This design comes from an exercise in tuning for small area, a short achievable clock period and few clock cycles on the open sky130 flow, not from production work.
Function was checked by simulation only, so behaviour that the tests miss may differ from the original.
Power is estimated from default activity; no workload was simulated.

Design cpu_top, start of the top module:
module cpu_top (
    input  logic             clk,
    input  logic             rst_n,
    input  logic [32-1:0] instr,
    output logic [32-1:0] i_addr,
    input  logic [32-1:0] mem_rd_data,
    output logic [32-1:0] mem_addr,
    output logic [32-1:0] mem_wr_data,
    output logic             mem_wr,
    output logic             halted
);
    localparam int PW = 32 - 2;    
    logic [PW-1:0]      pc;
    logic               e_valid;
    logic               e_wr;
    logic [5-1:0] e_dest;
    logic               e_ld, e_st;
    logic               e_and, e_or, e_slt, e_cin;
    logic [32-1:0]   e_a, e_b;
    logic [15:0]        e_ad_lo, e_ad_up, e_ad_dn;    
    logic               e_ad_c16;
    logic             e_lt;
    logic [32-1:0] e_sum, e_alu, e_res;
    exec_unit #(.W(32)) u_add (.a(e_a), .b(e_b), .cin(e_cin), .s(e_sum));
    assign e_lt = (e_a[32-1] == e_b[32-1]) ? e_a[32-1] : e_sum[32-1];
    always_comb begin
        if (e_and)
            e_alu = e_a & e_b;
        else if (e_or)
            e_alu = e_a | e_b;
        else if (e_slt)
            e_alu = {{(32-1){1'b0}}, e_lt};
        else
            e_alu = e_sum;
    end
    assign e_res = e_ld ? mem_rd_data : e_alu;
    logic [32-1:0] e_p;
    logic             e_sum_zero, e_res_zero;
    assign e_p        = e_a ^ e_b;
    assign e_sum_zero = (e_p[0] == e_cin) && (e_p[32-1:1] == (e_a[32-2:0] | e_b[32-2:0]));
    logic e_byp_zero;
    always_comb begin
        if (e_ld)
            e_byp_zero = (mem_rd_data == '0);
        else if (e_and)
            e_byp_zero = ((e_a & e_b) == '0);
        else if (e_or)
            e_byp_zero = ((e_a | e_b) == '0);
        else
            e_byp_zero = e_sum_zero;
    end
    assign e_res_zero = e_slt ? !e_lt : e_byp_zero;
    assign mem_addr    = {e_ad_c16 ? e_ad_up : e_ad_dn, e_ad_lo};
    assign mem_wr_data = e_b;
  ...
Size in the first run: about 3900 cells after synthesis, roughly 54000 sq um of cells after synthesis.
make LEC_CHECK=0 CAP_MARGIN=20 CORE_MARGIN=2 CORE_UTILIZATION=40 CTS_CLUSTER_DIAMETER=100 CTS_CLUSTER_SIZE=30 PLACE_DENSITY=0.6 SETUP_SLACK_MARGIN=3.0 SLEW_MARGIN=20 SYNTH_HIERARCHICAL=1 finish   # period 7.0 ns
run.sh (not shown) runs the stock make flow with config.mk's settings and CLKGATE_MAP_FILE= SYNTH_SCRIPT=/design/flow/synth_recipe.tcl, a recipe that flattens the netlist after the stock synthesis.
Testbench counts at the start, summed over its fixed seeds: cycles 349,546.
Edit:
Settings changed: CTS_CLUSTER_DIAMETER 100 to unset, CTS_CLUSTER_SIZE 30 to unset.
Wire length is about the same.
Total power grows by 12%.
Worst setup slack gets better by 66 ps.
First-iteration DRC count rises by 1.7%.
Global-route usage is higher by 0.26 points.
Die area is unchanged.
Cell count rises by 2.3%.
Edit:
Settings changed: CTS_CLUSTER_DIAMETER set to 70, CTS_CLUSTER_SIZE set to 22.
What happened: Design area decreases by 2.5%; clock skew went down by 14 ps; setup slack gets worse by 99 ps; non-clock buffer count came out lower by 27.

========
cpu_top, a different RTL version from the one above (not shown whole).
For scale: roughly 4,200 cells after synthesis, ~160 I/O pins, about 57,000 µm² of cells after synthesis.
make LEC_CHECK=0 CAP_MARGIN=20 CORE_MARGIN=2 CORE_UTILIZATION=40 CTS_CLUSTER_DIAMETER=70 CTS_CLUSTER_SIZE=22 PLACE_DENSITY=0.6 SETUP_SLACK_MARGIN=3.25 SLEW_MARGIN=20 SYNTH_HIERARCHICAL=1 finish   # period 7.0 ns
Testbench counts at the start, summed over its fixed seeds: cycles 349,546.
Change:
Settings changed: PLACE_DENSITY 0.6 to 0.8.
=> Design area fell by 1.1%; total power went down by 1.9%; utilization went down by 0.55 points; fmax fell by 0.31%; cell count stays flat; sequential share of layout area is higher by 0.58 points.
Change:
Settings changed: CORE_UTILIZATION 40 to 50, PLACE_DENSITY 0.8 to 0.72.
Outcome:
- worst setup slack loses 0.059 ns
- die area came out lower by 20%
- design area grows by 0.79%
- critical path depth stays the same
- hold slack degrades by 0.0055 ns
- area after synthesis is unchanged
- wire length came out higher by 2.9%
- count of clock-buffer cells in the layout increases by 1
- core utilization went up by 12 points
Change:
Settings changed: CORE_UTILIZATION 50 to 40, PLACE_DENSITY 0.72 to 0.6, SETUP_SLACK_MARGIN 3.25 to 3.5.
=>
- synthesized area stays the same
- clock-buffer cell count came out lower by 1
- final cell count came out higher by 9.1%
- die area came out higher by 25%
- via count came out higher by 1.4%
- wire length came out higher by 11%
- critical path depth came out lower by 1
- worst setup slack improves by 0.13 ns
- final area came out higher by 5.1%
Change:
Settings changed: PLACE_DENSITY 0.6 to 0.72, SETUP_SLACK_MARGIN 3.5 to 3.25.
Cell count came out lower by a few percent.
Hold slack improved by 0.026 ns.
Final area fell by a few percent.
Power goes down by a few percent.
Sequential share of layout area grows by 2.9 points.
Combinational power drops by about a fifth.
Global-route usage fell by 3.3 points.
Via count falls by a few percent.

========
cpu_top, a different RTL version from the one above (not shown whole).
For scale: about 1,200 flip-flops, ~160 I/O pins, about 60,000 um^2 of cells after synthesis.
Design cpu_top, start of the top module:
module cpu_top (
    input  logic             clk,
    input  logic             rst_n,
    input  logic [32-1:0] instr,
    output logic [32-1:0] i_addr,
    input  logic [32-1:0] mem_rd_data,
    output logic [32-1:0] mem_addr,
    output logic [32-1:0] mem_wr_data,
    output logic             mem_wr,
    output logic             halted
);
clock: 7.0 ns
lec_check: 0
cap_margin: 20
core_margin: 2
core_utilization: 40
place_density: 0.6
setup_slack_margin: 3.0
slew_margin: 20
synth_hierarchical: 1
The first run passed the timing, design-rule and antenna checks.
Testbench counts at the start, summed over its fixed seeds: cycles 349,410.
Change:
--- a/flow/config.mk
+++ b/flow/config.mk
@@ -11,3 +11,3 @@
 export PLACE_DENSITY = 0.6
-export SETUP_SLACK_MARGIN = 3.0
+export SETUP_SLACK_MARGIN = 3.5
 export SLEW_MARGIN = 20
Outcome: Power goes up by 3.0%. Worst hold slack loses 0.0035 ns. Sequential power stays flat. Synthesized area does not change.

-- port drivers added, routing unchanged --
Ports are ideal in the flow. The routed layouts listed here were re-timed in OpenROAD. Step 1 assumes that a clkbuf_16 drives the clock port and a buf_2 every other input. Step 2 also shifts input and output timing later by t, the mid clock arrival at the registers, as if the neighbouring blocks saw the same clock. a / b / c = no drivers / after step 1 / after step 2; a / b = the first two.
| run | t (ns) | setup slack, ns | hold slack, ns | worst register clock-pin slew, ns | cell pins on the clock port's net |
|---|---|---|---|---|---|
| the first run of note 1 | 0.793 | 2.744 / 2.701 / 1.908 | 0.577 / 0.577 / 0.577 | 0.12 / 0.12 | 1 |
| the second run of note 1 | 0.832 | 2.810 / 2.693 / 1.862 | 0.568 / 0.568 / 0.568 | 0.07 / 0.07 | 1 |
| the third run of note 1 | 0.764 | 2.711 / 2.649 / 1.885 | 0.570 / 0.570 / 0.570 | 0.09 / 0.09 | 1 |
| the first run of note 2 | 0.778 | 3.138 / 3.030 / 2.252 | 0.520 / 0.520 / 0.520 | 0.10 / 0.10 | 1 |
| the second run of note 2 | 0.759 | 3.126 / 3.065 / 2.306 | 0.507 / 0.507 / 0.507 | 0.10 / 0.10 | 1 |
| the third run of note 2 | 0.748 | 3.067 / 3.067 / 2.410 | 0.502 / 0.502 / 0.502 | 0.10 / 0.10 | 1 |
| the fourth run of note 2 | 0.784 | 3.200 / 3.229 / 2.444 | 0.503 / 0.503 / 0.503 | 0.10 / 0.10 | 1 |
| the fifth run of note 2 | 0.756 | 3.130 / 3.151 / 2.421 | 0.529 / 0.529 / 0.529 | 0.10 / 0.10 | 1 |
| the first run of note 3 | 0.877 | 2.835 / 2.808 / 1.931 | 0.518 / 0.518 / 0.518 | 0.07 / 0.07 | 1 |
| the second run of note 3 | 0.880 | 2.872 / 2.636 / 1.756 | 0.514 / 0.514 / 0.514 | 0.07 / 0.07 | 1 |
After both steps setup and hold are still met in every run listed. For the second run of note 3, which loses most, drivers alone change the setup slack by -0.236 ns; drivers and shift together by -1.116 ns.
